Context: an optimization exercise on an open-source flow, tuned for small area. The choices shown serve that exercise and are no tape-out recipe.
Function was checked by simulation only, so behaviour that the tests miss may differ from the original.

Design aes_word_enc_core, start of the top module:
module aes_word_enc_core
(
   input  logic         clk,
   input  logic         reset,
   input  logic         start,
   input  logic         selEncDec,
   input  logic [127:0] key_in,
   input  logic [31:0]  data_in,
   output logic [31:0]  data_out,
   output logic [6:0]   signals
);
Size in the first run: roughly 2100 cells after synthesis, ~340 flip-flops, about 200 I/O pins, ~0.016 mm^2 of cells after synthesis.
==> flow/config.mk <==
export PLATFORM = sky130hd
export DESIGN_NAME = aes_word_enc_core
export DESIGN_NICKNAME = aes_word_enc_core
export VERILOG_FILES = /design/flow/design.v
export SDC_FILE = /design/flow/constraint.sdc
export NUM_CORES = 4
export LEC_CHECK = 0
export CAP_MARGIN = 20
export CORE_MARGIN = 2
export CORE_UTILIZATION = 40
export SLEW_MARGIN = 20
==> flow/constraint.sdc <==
create_clock -name core_clock -period 25.0 [get_ports {clk}]
set_input_delay 5.0000 -clock core_clock [delete_from_list [all_inputs] [get_ports {clk}]]
set_output_delay 5.0000 -clock core_clock [all_outputs]
set_load 0.01 [all_outputs]
standard.sh (not shown) runs the stock make flow with config.mk's settings and CLKGATE_MAP_FILE= SYNTH_SCRIPT=/design/flow/synth_recipe.tcl, a recipe that flattens the netlist after the stock synthesis.
==> flow/flow/run.sh <==
#!/bin/bash
# Own flow: the standard layout (standard.sh), except that synthesis runs own_synth.tcl,
# which is synth_recipe.tcl with Yosys's abc pass given abc_area.script, and the port buffers are
# the smallest buffer cell. Registers, their names
# and cell types are those of the standard synthesis (ABC maps only the combinational logic).
# Each step's full output goes to a log file of its own in the work folder.
set -euo pipefail
W=$PWD
bash standard.sh SYNTH_SCRIPT="$W/flow/own_synth.tcl" synth > "$W/own_synth.log" 2>&1
# Ports are buffered as in the standard flow, with the smallest buffer instead of ORFS's pick.
bash standard.sh BUFFER_PORTS_ARGS="-buffer_cell sky130_fd_sc_hd__buf_1" finish > "$W/own_layout.log" 2>&1
==> flow/flow/abc_area.script <==
strash
balance
rewrite
refactor
balance
rewrite
rewrite -z
balance
refactor -z
rewrite -z
balance
dch -f
amap
topo
==> flow/flow/own_synth.tcl <==
set own_abc_script [file join [file dirname [file normalize [info script]]] abc_area.script]
proc synth {args} { yosys synth -nofsm -noshare {*}$args }
proc abc {args} {
  set i [lsearch -exact $args -script]
  if {$i >= 0} { lset args [expr {$i + 1}] $::own_abc_script }
  yosys abc {*}$args
}
source $::env(SCRIPTS_DIR)/synth.tcl
# left out here: clear keep_hierarchy, flatten, clean up, hide names made inside functions, write 1_2_yosys.v
Edit:
- CTS_BUF_LIST: default -> sky130_fd_sc_hd__clkbuf_4
Critical path depth does not change. Fmax is about the same. Sequential cell count does not change. Wire length rises by about 0.5%. Non-clock buffer count stays the same. Clock skew rises by 0.0064 ns. Die area does not change. Synthesized area stays the same. Register-to-register slack gains 0.03 ns. Via count rises by 1.9%.
Edit:
--- a/flow/flow/run.sh
+++ b/flow/flow/run.sh
@@ -10,2 +10,4 @@
 # Ports are buffered as in the standard flow, with the smallest buffer instead of ORFS's pick.
-bash standard.sh BUFFER_PORTS_ARGS="-buffer_cell sky130_fd_sc_hd__buf_1" finish > "$W/own_layout.log" 2>&1
+# Clock tree: bigger sink clusters and no dummy loads, to use fewer clock buffers.
+bash standard.sh BUFFER_PORTS_ARGS="-buffer_cell sky130_fd_sc_hd__buf_1" \
+   CTS_ARGS="$(cat "$W/flow/cts_args")" finish > "$W/own_layout.log" 2>&1
==> flow/flow/cts_args (new file) <==
-sink_clustering_enable -repair_clock_nets -dont_use_dummy_load -buf_list sky130_fd_sc_hd__clkbuf_16 -sink_clustering_size 30 -sink_clustering_max_diameter 200
--- a/flow/flow/own_synth.tcl
+++ b/flow/flow/own_synth.tcl
@@ -7,2 +7,3 @@
 }
+unset -nocomplain ::env(ADDER_MAP_FILE)
 source $::env(SCRIPTS_DIR)/synth.tcl
- CTS_BUF_LIST: sky130_fd_sc_hd__clkbuf_4 -> default
Final area went down by a few percent.
Fmax came out lower slightly.
Setup slack got worse by 0.18 ns.
Final cell count came out lower by a few percent.
Clock-buffer cell count falls by 108.
Die area decreases by a few percent.
Edit:
==> flow/flow/cts_args (replaced) <==
-sink_clustering_enable -repair_clock_nets -dont_use_dummy_load -buf_list sky130_fd_sc_hd__clkbuf_16 -sink_clustering_size 24 -sink_clustering_max_diameter 200
- GPL_ROUTABILITY_DRIVEN: default -> 0
- GPL_TIMING_DRIVEN: default -> 0
=> First-iteration DRC count is lower by 4.9%; maximum frequency is higher by 1.6%; clock-buffer cell count is higher by 2; die area stays the same; global-route usage is lower by 1.9 points; via count barely changes; hold slack is better by 0.0032 ns; utilization is higher by 1.1 points; worst setup slack is better by 0.21 ns.

aes_word_enc_core, a different RTL version from the one above (not shown whole).
Size: roughly 2100 cells after synthesis, roughly 340 flip-flops, about 0.015 mm^2 of cells after synthesis.
clock: 25.0 ns
lec_check: 0
cap_margin: 20
core_margin: 2
core_utilization: 65
slew_margin: 20
==> flow/flow/run.sh <==
#!/bin/bash
# Own flow: the standard layout (standard.sh), except that synthesis runs own_synth.tcl,
# which is synth_recipe.tcl with Yosys's abc pass given abc_area.script, and the port buffers are
# the smallest buffer cell. Registers, their names
# and cell types are those of the standard synthesis (ABC maps only the combinational logic).
# Each step's full output goes to a log file of its own in the work folder.
set -euo pipefail
W=$PWD
bash standard.sh SYNTH_SCRIPT="$W/flow/own_synth.tcl" synth > "$W/own_synth.log" 2>&1
# Ports are buffered as in the standard flow, with the smallest buffer instead of ORFS's pick.
# Clock tree: bigger sink clusters and no dummy loads, to use fewer clock buffers.
bash standard.sh BUFFER_PORTS_ARGS="-buffer_cell sky130_fd_sc_hd__buf_1" \
   CTS_ARGS="$(cat "$W/flow/cts_args")" finish > "$W/own_layout.log" 2>&1
==> flow/flow/abc_area.script <==
strash
dc2
strash
dch -f
amap
topo
==> flow/flow/cts_args <==
-sink_clustering_enable -repair_clock_nets -dont_use_dummy_load -buf_list sky130_fd_sc_hd__clkbuf_16 -sink_clustering_size 27 -sink_clustering_max_diameter 100
==> flow/flow/own_synth.tcl <==
set own_abc_script [file join [file dirname [file normalize [info script]]] abc_area.script]
proc synth {args} { yosys synth -nofsm -noshare {*}$args }
proc abc {args} {
  set i [lsearch -exact $args -script]
  if {$i >= 0} { lset args [expr {$i + 1}] $::own_abc_script }
  yosys abc {*}$args
}
unset -nocomplain ::env(ADDER_MAP_FILE)
source $::env(SCRIPTS_DIR)/synth.tcl
# left out here: clear keep_hierarchy, flatten, clean up, hide names made inside functions, write 1_2_yosys.v
Edit:
==> flow/flow/cts_args (replaced) <==
-sink_clustering_enable -repair_clock_nets -dont_use_dummy_load -buf_list sky130_fd_sc_hd__clkbuf_16 -sink_clustering_size 27 -sink_clustering_max_diameter 200
CORE_UTILIZATION = 40   (was 65)
Effect: Cell count goes up by a little under a tenth. Wire length rises by a little under a tenth. Die area grows by well over a third. Setup slack improves by 0.21 ns. Non-clock buffer count rose by 3. Clock-buffer cell count is unchanged. Area after synthesis is unchanged. Core utilization came out lower by 27 points.
Edit:
==> flow/flow/abc_area.script (replaced) <==
strash
balance
rewrite
refactor
balance
rewrite
rewrite -z
balance
refactor -z
rewrite -z
balance
dch -f
amap
topo
==> flow/flow/cts_args (replaced) <==
-sink_clustering_enable -repair_clock_nets -dont_use_dummy_load -buf_list sky130_fd_sc_hd__clkbuf_16 -sink_clustering_size 24 -sink_clustering_max_diameter 200
Setup slack degrades by 0.52 ns.
Worst hold slack degrades by 0.0066 ns.
Core utilization hardly moves.
Die area is higher by 0.50%.
Via count is lower by 0.40%.
Synthesized cell count is higher by 0.48%.
Maximum frequency is lower by 4.0%.
Final cell count barely changes.
Edit:
==> flow/flow/abc_area.script (replaced) <==
strash
resub -K 8
dc2
strash
dch -f
amap
topo
CORE_UTILIZATION = 65   (was 40)
What happened: Non-clock buffer count stays the same; sequential cell count is unchanged; register-to-register slack gets better by 0.25 ns; hold slack gets worse by 0.022 ns; die area went down by 38%; worst setup slack gets better by 0.25 ns.

== quartz ==
Starting RTL as in the previous note.
## aes_word_enc_core
module aes_word_enc_core
(
   input  logic         clk,
   input  logic         reset,
   input  logic         start,
   input  logic         selEncDec,
   input  logic [127:0] key_in,
   input  logic [31:0]  data_in,
   output logic [31:0]  data_out,
   output logic [6:0]   signals
);
Settings: LEC_CHECK=0, CAP_MARGIN=20, CORE_MARGIN=2, CORE_UTILIZATION=65, SLEW_MARGIN=20; clock period 25.0 ns.
==> flow/flow/abc_area.script <==
strash
dc2
strash
dch -f
amap
topo
==> flow/flow/cts_args <==
-sink_clustering_enable -repair_clock_nets -dont_use_dummy_load -buf_list sky130_fd_sc_hd__clkbuf_16 -sink_clustering_size 24 -sink_clustering_max_diameter 200
Scripts as last shown in full above: flow/flow/run.sh, flow/flow/own_synth.tcl
In summary, quartz completed successfully, with a layout that passed the timing, design-rule and antenna checks.
> inputs changed (quartz -> cedar)
# quartz
export LEC_CHECK = 0
export CAP_MARGIN = 20
export CORE_MARGIN = 2
export CORE_UTILIZATION = 65
export SLEW_MARGIN = 20
create_clock -name core_clock -period 25.0 [get_ports {clk}]
# cedar
export LEC_CHECK = 0
export CAP_MARGIN = 20
export CORE_MARGIN = 2
export CORE_UTILIZATION = 80
export SLEW_MARGIN = 20
create_clock -name core_clock -period 25.0 [get_ports {clk}]
--- outcome ---
- The flow ran to completion for all of quartz and cedar but cedar, which stopped partway.
- Diff quartz -> cedar: simple-gate share of the synthesized area essentially unchanged; synthesized cell count essentially unchanged; floorplan die height fell by 15 um; number of cell rows now sits lower.
Input changes introduced in indigo (baseline for comparison: cedar):
# cedar
export LEC_CHECK = 0
export CAP_MARGIN = 20
export CORE_MARGIN = 2
export CORE_UTILIZATION = 80
export SLEW_MARGIN = 20
create_clock -name core_clock -period 25.0 [get_ports {clk}]
# indigo
export LEC_CHECK = 0
export CAP_MARGIN = 5
export CORE_MARGIN = 2
export CORE_UTILIZATION = 40
export SLEW_MARGIN = 5
create_clock -name core_clock -period 25.0 [get_ports {clk}]
==> flow/flow/abc_area.script <==
strash
balance
rewrite
refactor
balance
rewrite
rewrite -z
balance
refactor -z
rewrite -z
balance
dch -f
amap
topo
--- outcome ---
- indigo completed end to end with timing, DRC and antenna clean.
- indigo vs. cedar: synthesis-stage register bit count has remained practically unchanged; number of input and output port buffers inserted has remained practically unchanged; synthesized area has increased; compound-gate portion of the synthesized area has decreased; xor/xnor share of the synthesized area has increased.
For lagoon, these inputs were changed with respect to indigo:
# indigo
export LEC_CHECK = 0
export CAP_MARGIN = 5
export CORE_MARGIN = 2
export CORE_UTILIZATION = 40
export SLEW_MARGIN = 5
create_clock -name core_clock -period 25.0 [get_ports {clk}]
# lagoon
export LEC_CHECK = 0
export CAP_MARGIN = 20
export CORE_MARGIN = 2
export CORE_UTILIZATION = 65
export SLEW_MARGIN = 20
create_clock -name core_clock -period 25.0 [get_ports {clk}]
==> flow/flow/abc_area.script <==
strash
dc2
strash
dch -f
amap
topo
==> flow/flow/cts_args <==
-sink_clustering_enable -repair_clock_nets -dont_use_dummy_load -buf_list sky130_fd_sc_hd__clkbuf_16 -sink_clustering_size 30 -sink_clustering_max_diameter 60
Results
lagoon does better than indigo on worst path setup slack after routing. From indigo to lagoon the numbers moved as follows: first-pass GRT wire length shrank by 0.91%; mean cell area of the mapped netlist level; relative area of non-clock buffer cells in the final design increased by 0.15 points relative to the old numbers; cell count of the worst reg-to-reg path picked up an extra 1. lagoon ended up with a higher sequential share of layout area than indigo did. Floorplan check, lagoon vs indigo: die outline smaller in lagoon. NOTE logic depth of the worst path, buffers included indigo->lagoon increased by a few percent. From indigo to lagoon the numbers moved as follows: final RePlAce weighted congestion picked up an extra 3.0%; count of inserted antenna diode cells fell by 1.

rev 12:
aes_word_enc_core with an RTL version that a note above also has.
Size in the first run: roughly 2100 cells after synthesis, about 340 flip-flops, roughly 200 I/O pins, about 0.016 sq mm of cells after synthesis.
export LEC_CHECK = 0
export CAP_MARGIN = 20
export CORE_MARGIN = 2
export CORE_UTILIZATION = 40
export SLEW_MARGIN = 20
create_clock -name core_clock -period 25.0 [get_ports {clk}]
==> flow/flow/abc_area.script <==
strash
balance
rewrite
refactor
balance
rewrite
rewrite -z
balance
refactor -z
rewrite -z
balance
dch -f
amap
topo
==> flow/flow/cts_args <==
-sink_clustering_enable -repair_clock_nets -dont_use_dummy_load -buf_list sky130_fd_sc_hd__clkbuf_16 -sink_clustering_size 30 -sink_clustering_max_diameter 60
Scripts as last shown in full above: flow/flow/run.sh, flow/flow/own_synth.tcl
Rev 12: all stages complete, timing, DRC and antenna checks passed
Input-level comparison between rev 13 and rev 12:
==> flow/flow/cts_args <==
-sink_clustering_enable -repair_clock_nets -dont_use_dummy_load -buf_list sky130_fd_sc_hd__clkbuf_16 -sink_clustering_size 24 -sink_clustering_max_diameter 200
Cmp rev 13 and rev 12 / global-route met2 utilization / higher: rev 13
Maximum frequency | rev 13 above rev 12
Delta (rev 13 minus rev 12): post-route fraction of the period consumed by the critical path went down 0.19 points; final area went down 250 sq um.

-- port drivers added, routing unchanged --
The flow's constraints put no driver on any port. The routed layouts listed below were extracted and timed again, unchanged, in two steps. Step 1: set_driving_cell puts a clkbuf_16 on clk and a buf_2 on each other input, an assumption about the parent block. Step 2, shift: input delay + t, output delay - t, t = (earliest + latest rising clock arrival at the registers) / 2. This alone moves slack from input paths to output paths. a / b / c = ideal ports / drivers / drivers and shift; a / b = the first two.
| run | t (ns) | setup WS [ns] | worst hold slack (ns) | cell pins on the clock port's net |
|---|---|---|---|---|
| the first run of note 1 | 0.595 | 12.090 / 12.090 / 12.090 | 0.321 / 0.321 / 0.321 | 1 |
| the second run of note 1 | 0.836 | 12.119 / 12.119 / 12.119 | 0.302 / 0.302 / 0.302 | 1 |
| the third run of note 1 | 0.549 | 11.940 / 11.940 / 11.940 | 0.312 / 0.312 / 0.312 | 1 |
| the fourth run of note 1 | 0.570 | 12.150 / 12.150 / 12.150 | 0.315 / 0.315 / 0.315 | 1 |
| the first run of note 2 | 0.550 | 12.433 / 12.433 / 12.433 | 0.335 / 0.335 / 0.335 | 1 |
| the second run of note 2 | 0.557 | 12.640 / 12.640 / 12.640 | 0.332 / 0.332 / 0.332 | 1 |
| the third run of note 2 | 0.577 | 12.120 / 12.120 / 12.120 | 0.325 / 0.325 / 0.325 | 1 |
| the fourth run of note 2 | 0.561 | 12.365 / 12.365 / 12.365 | 0.303 / 0.303 / 0.303 | 1 |
| quartz | 0.560 | 12.384 / 12.384 / 12.384 | 0.333 / 0.333 / 0.333 | 1 |
| indigo | 0.577 | 12.120 / 12.120 / 12.120 | 0.325 / 0.325 / 0.325 | 1 |
| lagoon | 0.570 | 12.433 / 12.433 / 12.433 | 0.307 / 0.307 / 0.307 | 1 |
| rev 12 | 0.607 | 12.031 / 12.031 / 12.031 | 0.259 / 0.259 / 0.259 | 1 |
| rev 13 | 0.581 | 12.079 / 12.079 / 12.079 | 0.311 / 0.311 / 0.311 | 1 |
After both steps setup and hold are still met in every run listed.
